This is an optimization exercise on Yosys and OpenROAD, whose aim is small area and a short achievable clock period, not a production implementation. At most, simulation tests tie the RTL to the original design; equivalence was not proved. The flow treats the clock pin as an ideal source. Dropping or thinning the clock tree relies on that and would not hold on a real chip. Power is estimated from default activity; no workload was simulated.

// mem_link_responder
module mem_link_responder #(
  parameter int DEPTH = 16
) (
  input  logic              clk_i,
  input  logic              reset_n_i,
  input  logic [LINK_W-1:0] mem_fwd_link_i,
  output logic [LINK_W-1:0] mem_fwd_link_o,
  output logic [LINK_W-1:0] mem_rev_link_o
);
  localparam int AW = (DEPTH > 1) ? $clog2(DEPTH) : 1;
  logic st_idle_q, st_rx_q, st_drain_q, st_txh_q, st_txd_q;
  logic st_idle_d, st_rx_d, st_drain_d, st_txh_d, st_txd_d;
  logic rdy_en_q;
  logic is_rd_q, is_wr_q;
  logic [3:0]    len_q;
  logic [7:0]    id_q;
  logic [3:0]    rem_q;
  logic [DEPTH-1:0] pos_q, pos_d;
  logic [AW-1:0]    base_q;
  logic              fwd_rdy_q;
  logic              rev_v_q, rev_last_q;
  logic [DATA_W-1:0] rev_data_q;
  logic              fwd_v_s, fwd_last_s, rev_ready_s;
  logic [DATA_W-1:0] fwd_data_s, rdata_s;
  mem_link_pkg::mem_hdr_t hdr_s;
  logic              unused_s;
  logic hdr_take_s, in_rd_s, in_wr_s, in_oth_s;
  logic rx_take_s, rem_zero_s, we_s;
  logic drain_done_s, rx_done_s;
  logic rev_take_s, ld_mem_s, hold_s;
  logic ld_hdr_in_s, ld_hdr_st_s;
  assign fwd_v_s     = mem_fwd_link_i[V_BIT];
  assign fwd_last_s  = mem_fwd_link_i[LAST_BIT];
  assign rev_ready_s = mem_fwd_link_i[READY_BIT];
  assign fwd_data_s  = mem_fwd_link_i[DATA_W-1:0];
  assign hdr_s       = mem_link_pkg::mem_hdr_t'(fwd_data_s);
  assign unused_s    = ^{mem_fwd_link_i[RSVD_BIT], hdr_s.rsvd, hdr_s.addr[11:AW]};
  assign in_rd_s     = (hdr_s.opcode == OP_READ);
  ...
Size in the first run: roughly 3500 cells after synthesis, roughly 1300 flip-flops, roughly 210 I/O pins, ~40000 um^2 of cells after synthesis.
==> module mem_link_responder, before the edit <==
module mem_link_responder #(
  parameter int DEPTH = 16
) (
  input  logic              clk_i,
  input  logic              reset_n_i,
  input  logic [LINK_W-1:0] mem_fwd_link_i,
  output logic [LINK_W-1:0] mem_fwd_link_o,
  output logic [LINK_W-1:0] mem_rev_link_o
);
  localparam int AW = (DEPTH > 1) ? $clog2(DEPTH) : 1;
  logic st_idle_q, st_rx_q, st_drain_q, st_txh_q, st_txd_q;
  logic st_idle_d, st_rx_d, st_drain_d, st_txh_d, st_txd_d;
  logic rdy_en_q;
  logic is_rd_q, is_wr_q;
  logic [3:0]    len_q;
  logic [7:0]    id_q;
  logic [3:0]    rem_q;
  logic [DEPTH-1:0] pos_q, pos_d;
  logic [AW-1:0]    base_q;
  logic              fwd_rdy_q;
  logic              rev_v_q, rev_last_q;
  logic [DATA_W-1:0] rev_data_q;
  logic              fwd_v_s, fwd_last_s, rev_ready_s;
  logic [DATA_W-1:0] fwd_data_s, rdata_s;
  mem_link_pkg::mem_hdr_t hdr_s;
  logic              unused_s;
  logic hdr_take_s, in_rd_s, in_wr_s, in_oth_s;
  logic rx_take_s, rem_zero_s, we_s;
  logic drain_done_s, rx_done_s;
  logic rev_take_s, ld_mem_s, hold_s;
  logic ld_hdr_in_s, ld_hdr_st_s;
  assign fwd_v_s     = mem_fwd_link_i[V_BIT];
  assign fwd_last_s  = mem_fwd_link_i[LAST_BIT];
  assign rev_ready_s = mem_fwd_link_i[READY_BIT];
  assign fwd_data_s  = mem_fwd_link_i[DATA_W-1:0];
  assign hdr_s       = mem_link_pkg::mem_hdr_t'(fwd_data_s);
  assign unused_s    = ^{mem_fwd_link_i[RSVD_BIT], hdr_s.rsvd, hdr_s.addr[11:AW]};
  assign in_rd_s     = (hdr_s.opcode == OP_READ);
  assign in_wr_s     = (hdr_s.opcode == OP_WRITE);
  assign in_oth_s    = ~in_rd_s & ~in_wr_s;
  assign rem_zero_s  = (rem_q == 4'd0);
  assign hdr_take_s   = st_idle_q & rdy_en_q & fwd_v_s;
  assign rx_take_s    = st_rx_q & fwd_v_s;
  assign we_s         = rx_take_s;
  assign rx_done_s    = rx_take_s & rem_zero_s;
  assign drain_done_s = st_drain_q & fwd_v_s & fwd_last_s;
  assign rev_take_s   = (st_txh_q | st_txd_q) & rev_ready_s;
  mem_link_word_ram #(
    .DEPTH (DEPTH)
  ) u_ram (
    .clk_i   (clk_i),
    .clr_i   (~reset_n_i),
    .we_i    (we_s),
    .pos_i   (pos_q),
    .pos_nxt_i (pos_d),
    .wdata_i (fwd_data_s),
    .rdata_o (rdata_s)
  );
  always_comb begin
    st_idle_d  = st_idle_q & ~hdr_take_s;
    st_rx_d    = st_rx_q & ~rx_done_s;
    st_drain_d = st_drain_q & ~drain_done_s;
    st_txh_d   = st_txh_q & ~rev_ready_s;
    st_txd_d   = st_txd_q & ~(rev_ready_s & rem_zero_s);
    if (hdr_take_s) begin
      if (in_wr_s) begin
        st_rx_d = 1'b1;
      end else if (in_rd_s || fwd_last_s) begin
        st_txh_d = 1'b1;
      end else begin
        st_drain_d = 1'b1;
      end
    end
    if (rx_done_s || drain_done_s) begin
      st_txh_d = 1'b1;
    end
    if (st_txh_q && rev_ready_s) begin
      if (is_rd_q) begin
        st_txd_d = 1'b1;
      end else begin
        st_idle_d = 1'b1;
      end
    end
    if (st_txd_q && rev_ready_s && rem_zero_s) begin
      st_idle_d = 1'b1;
    end
  end
  assign ld_mem_s    = rev_take_s & ((st_txh_q & is_rd_q) | (st_txd_q & ~rem_zero_s));
  assign hold_s      = (st_txh_q | st_txd_q) & ~rev_ready_s;
  assign ld_hdr_in_s = hdr_take_s & (in_rd_s | (in_oth_s & fwd_last_s));
  assign ld_hdr_st_s = rx_done_s | drain_done_s;
  always_ff @(posedge clk_i) begin
    if (!reset_n_i) begin
      st_idle_q  <= 1'b1;
      st_rx_q    <= 1'b0;
      st_drain_q <= 1'b0;
      st_txh_q   <= 1'b0;
      st_txd_q   <= 1'b0;
      rdy_en_q   <= 1'b0;
    end else begin
      st_idle_q  <= st_idle_d;
      st_rx_q    <= st_rx_d;
      st_drain_q <= st_drain_d;
      st_txh_q   <= st_txh_d;
      st_txd_q   <= st_txd_d;
      rdy_en_q   <= 1'b1;
    end
  end
  always_ff @(posedge clk_i) begin
    if (!reset_n_i) begin
      base_q <= '0;
    end else begin
      base_q <= base_q - AW'(1);
    end
  end
  always_comb begin
    if (st_idle_q) begin
      pos_d = DEPTH'(1) << AW'(hdr_s.addr[AW-1:0] + base_q);
    end else if (rx_take_s || ld_mem_s) begin
      pos_d = pos_q;
    end else begin
      pos_d = {pos_q[0], pos_q[DEPTH-1:1]};
    end
  end
  always_ff @(posedge clk_i) begin
    pos_q <= pos_d;
  end
  always_ff @(posedge clk_i) begin
    if (st_idle_q) begin
      is_rd_q <= in_rd_s;
      is_wr_q <= in_wr_s;
      len_q   <= hdr_s.len;
      id_q    <= hdr_s.id;
    end
  end
  always_ff @(posedge clk_i) begin
    if (st_idle_q) begin
      rem_q <= hdr_s.len;
    end else if (rx_take_s || (ld_mem_s && st_txd_q)) begin
      rem_q <= rem_q - 4'd1;
    end
  end
  logic [DATA_W-1:0] hdr_in_s, hdr_st_s;
  assign hdr_in_s = {36'd0, hdr_s.id, hdr_s.len, 12'd0, in_rd_s ? 4'h0 : 4'hF};
  assign hdr_st_s = {36'd0, id_q, len_q, 12'd0, is_wr_q ? 4'h1 : 4'hF};
  always_ff @(posedge clk_i) begin
    if (!reset_n_i) begin
      fwd_rdy_q  <= 1'b0;
      rev_v_q    <= 1'b0;
      rev_last_q <= 1'b0;
      rev_data_q <= '0;
    end else begin
      fwd_rdy_q  <= st_idle_d | st_rx_d | st_drain_d;
      rev_v_q    <= st_txh_d | st_txd_d;
      if (!hold_s) begin
        rev_last_q <= (ld_hdr_in_s & ~in_rd_s) | ld_hdr_st_s |
                      (ld_mem_s & (st_txh_q ? (len_q == 4'd0) : (rem_q == 4'd1)));
        rev_data_q <= ({DATA_W{ld_mem_s}} & rdata_s) |
                      ({DATA_W{ld_hdr_in_s}} & hdr_in_s) |
                      ({DATA_W{ld_hdr_st_s}} & hdr_st_s);
      end
    end
  end
  always_comb begin
    mem_fwd_link_o            = '0;
    mem_fwd_link_o[READY_BIT] = fwd_rdy_q;
    mem_rev_link_o            = '0;
    mem_rev_link_o[DATA_W-1:0] = rev_data_q;
    mem_rev_link_o[V_BIT]      = rev_v_q;
    mem_rev_link_o[LAST_BIT]   = rev_last_q;
  end
endmodule
Settings: LEC_CHECK=0, ABC_CLOCK_PERIOD_IN_PS=2000, CAP_MARGIN=20, CORE_MARGIN=2, CORE_UTILIZATION=40, SETUP_SLACK_MARGIN=3.3, SLEW_MARGIN=20, BUFFER_PORTS_ARGS=-buffer_cell sky130_fd_sc_hd__buf_2, CTS_ARGS=-sink_clustering_enable -repair_clock_nets -sink_clustering_size 30 -sink_clustering_max_diameter 100 -dont_use_dummy_load, PRE_CTS_TCL=/design/flow/flow/noroot_cts.tcl; clock period 5.2 ns.
standard.sh (not shown) runs the stock make flow with config.mk's settings and CLKGATE_MAP_FILE= SYNTH_SCRIPT=/design/flow/synth_recipe.tcl, a recipe that flattens the netlist after the stock synthesis.
==> flow/flow/run.sh <==
#!/bin/bash
# Own flow: the standard layout (standard.sh, standard synthesis) with
# these changes to how the layout is made:
#  - the ports are buffered with buf_2 cells (the default picks a slow delay
#    cell for them);
#  - CTS clusters up to 30 sinks per leaf buffer and inserts no dummy loads;
set -euo pipefail
cat >> config.mk <<EOC
export BUFFER_PORTS_ARGS = -buffer_cell sky130_fd_sc_hd__buf_2
export CTS_ARGS = -sink_clustering_enable -repair_clock_nets -sink_clustering_size 30 -sink_clustering_max_diameter 100 -dont_use_dummy_load
export PRE_CTS_TCL = $PWD/flow/noroot_cts.tcl
EOC
bash standard.sh > flow_make.log 2>&1
==> flow/flow/noroot_cts.tcl <==
rename clock_tree_synthesis my_tritoncts

proc my_is_clkbuf {inst} {
  return [string match "sky130_fd_sc_hd__clkbuf_*" [[$inst getMaster] getName]]
}

proc my_out_net {inst} {
  foreach it [$inst getITerms] {
    if {[$it isOutputSignal]} { return [$it getNet] }
  }
  return "NULL"
}

proc my_loads {net} {
  set loads {}
  foreach it [$net getITerms] {
    if {[$it isInputSignal]} { lappend loads $it }
  }
  return $loads
}

proc my_drop_root_buffer {} {
  set block [ord::get_db_block]
  set clk [$block findNet clk_i]
  set loads [my_loads $clk]
  if {[llength $loads] != 1} { return }
  set root [[lindex $loads 0] getInst]
  if {![my_is_clkbuf $root]} { return }
  set rnet [my_out_net $root]
  set sub [my_loads $rnet]
  if {[llength $sub] > 4} { return }
  foreach s $sub {
    if {![my_is_clkbuf [$s getInst]]} { return }
  }
  foreach s $sub {
    $s disconnect
    $s connect $clk
  }
  foreach o [$root getITerms] { $o disconnect }
  odb::dbInst_destroy $root
  odb::dbNet_destroy $rnet
  puts "my_drop_root_buffer: clk_i now drives [llength $sub] clock buffers"
}

proc clock_tree_synthesis {args} {
  my_tritoncts {*}$args
  my_drop_root_buffer
}
Change:
--- a/flow/design.v
+++ b/flow/design.v
@@ -119,12 +119,16 @@
   logic rdy_en_q;
   logic is_rd_q, is_wr_q;
   logic [3:0]    len_q;
   logic [7:0]    id_q;
   logic [3:0]    rem_q;
+  logic          rz_q, r1_q;
   logic [DEPTH-1:0] pos_q, pos_d;
-  logic [AW-1:0]    base_q;
+  logic [AW-1:0]    base_q, base_d;
+  logic [3:0]       blo_oh_q, bhi_oh_q;
+  logic [3:1]       bge_q;
+  logic [DEPTH-1:0] hdr_pos_s;
   logic              fwd_rdy_q;
   logic              rev_v_q, rev_last_q;
   logic [DATA_W-1:0] rev_data_q;
   logic              fwd_v_s, fwd_last_s, rev_ready_s;
   logic [DATA_W-1:0] fwd_data_s, rdata_s;
@@ -142,11 +146,11 @@
   assign hdr_s       = mem_link_pkg::mem_hdr_t'(fwd_data_s);
   assign unused_s    = ^{mem_fwd_link_i[RSVD_BIT], hdr_s.rsvd, hdr_s.addr[11:AW]};
   assign in_rd_s     = (hdr_s.opcode == OP_READ);
   assign in_wr_s     = (hdr_s.opcode == OP_WRITE);
   assign in_oth_s    = ~in_rd_s & ~in_wr_s;
-  assign rem_zero_s  = (rem_q == 4'd0);
+  assign rem_zero_s  = rz_q;
   assign hdr_take_s   = st_idle_q & rdy_en_q & fwd_v_s;
   assign rx_take_s    = st_rx_q & fwd_v_s;
   assign we_s         = rx_take_s;
   assign rx_done_s    = rx_take_s & rem_zero_s;
   assign drain_done_s = st_drain_q & fwd_v_s & fwd_last_s;
@@ -210,20 +214,46 @@
       st_txh_q   <= st_txh_d;
       st_txd_q   <= st_txd_d;
       rdy_en_q   <= 1'b1;
     end
   end
-  always_ff @(posedge clk_i) begin
-    if (!reset_n_i) begin
-      base_q <= '0;
-    end else begin
-      base_q <= base_q - AW'(1);
+  assign base_d = reset_n_i ? base_q - AW'(1) : '0;
+  always_ff @(posedge clk_i) begin
+    base_q   <= base_d;
+    blo_oh_q <= 4'(1) << base_d[1:0];
+    bhi_oh_q <= 4'(1) << base_d[3:2];
+    for (int k = 1; k < 4; k++) begin
+      bge_q[k] <= (base_d[1:0] >= 2'(k));
+    end
+  end
+  always_comb begin
+    logic [3:0] alo_oh, ahi_oh, slo, x, shi;
+    logic       c;
+    alo_oh = 4'(1) << hdr_s.addr[1:0];
+    ahi_oh = 4'(1) << hdr_s.addr[3:2];
+    c = 1'b0;
+    for (int i = 1; i < 4; i++) begin
+      c = c | (alo_oh[i] & bge_q[4-i]);
+    end
+    for (int j = 0; j < 4; j++) begin
+      slo[j] = 1'b0;
+      x[j]   = 1'b0;
+      for (int i = 0; i < 4; i++) begin
+        slo[j] = slo[j] | (alo_oh[i] & blo_oh_q[(j-i) & 3]);
+        x[j]   = x[j] | (ahi_oh[i] & bhi_oh_q[(j-i) & 3]);
+      end
+    end
+    for (int j = 0; j < 4; j++) begin
+      shi[j] = c ? x[(j+3) & 3] : x[j];
+    end
+    for (int p = 0; p < DEPTH; p++) begin
+      hdr_pos_s[p] = slo[p & 3] & shi[p >> 2];
     end
   end
   always_comb begin
     if (st_idle_q) begin
-      pos_d = DEPTH'(1) << AW'(hdr_s.addr[AW-1:0] + base_q);
+      pos_d = hdr_pos_s;
     end else if (rx_take_s || ld_mem_s) begin
       pos_d = pos_q;
     end else begin
       pos_d = {pos_q[0], pos_q[DEPTH-1:1]};
     end
@@ -240,12 +270,16 @@
     end
   end
   always_ff @(posedge clk_i) begin
     if (st_idle_q) begin
       rem_q <= hdr_s.len;
+      rz_q  <= (hdr_s.len == 4'd0);
+      r1_q  <= (hdr_s.len == 4'd1);
     end else if (rx_take_s || (ld_mem_s && st_txd_q)) begin
       rem_q <= rem_q - 4'd1;
+      rz_q  <= r1_q;
+      r1_q  <= (rem_q == 4'd2);
     end
   end
   logic [DATA_W-1:0] hdr_in_s, hdr_st_s;
   assign hdr_in_s = {36'd0, hdr_s.id, hdr_s.len, 12'd0, in_rd_s ? 4'h0 : 4'hF};
   assign hdr_st_s = {36'd0, id_q, len_q, 12'd0, is_wr_q ? 4'h1 : 4'hF};
@@ -258,11 +292,11 @@
     end else begin
       fwd_rdy_q  <= st_idle_d | st_rx_d | st_drain_d;
       rev_v_q    <= st_txh_d | st_txd_d;
       if (!hold_s) begin
         rev_last_q <= (ld_hdr_in_s & ~in_rd_s) | ld_hdr_st_s |
-                      (ld_mem_s & (st_txh_q ? (len_q == 4'd0) : (rem_q == 4'd1)));
+                      (ld_mem_s & (st_txh_q ? rz_q : r1_q));
         rev_data_q <= ({DATA_W{ld_mem_s}} & rdata_s) |
                       ({DATA_W{ld_hdr_in_s}} & hdr_in_s) |
                       ({DATA_W{ld_hdr_st_s}} & hdr_st_s);
       end
     end
Total power is higher by about 1%.
Sequential power stays flat.
Worst setup slack improves by 43 ps.
Core utilization decreases by 0.52 points.
Routed wire length rises by 1.8%.
Via count went up by about 1.8%.
Cell area came out higher by about 0.8%.
Maximum frequency grows by 2.1%.
Die area came out higher by 2.1%.
Critical path depth decreases by 7.
The RTL of the first run of this note was laid out without a check of its function.

separate check: timing with driven ports:
The results above use ideal ports. As a check the final layouts listed here were re-extracted and re-timed, cells and wires unchanged.
Step 1: set_driving_cell puts a clkbuf_16 on clk_i and a buf_2 on each other input, an assumption about the parent block.
Step 2 also shifts input and output timing later by t, the mid clock arrival at the registers, as if the neighbouring blocks saw the same clock.
Slacks: ideal / step 1 / step 2; pairs: ideal / step 1.
run	t (ns)	setup WS [ns]	hold slack, ns	worst setup path at the end	latest minus earliest clock arrival (ns)
the first run	0.579	3.087 / 3.031 / 2.555	0.317 / 0.317 / 0.317	input to register	0.070 / 0.069
the second run	0.582	3.130 / 2.989 / 2.730	0.302 / 0.302 / 0.302	input to register	0.060 / 0.060
After both steps setup and hold are still met in every run listed. For the first run, which loses most, drivers alone change the setup slack by -0.056 ns; drivers and shift together by -0.532 ns.
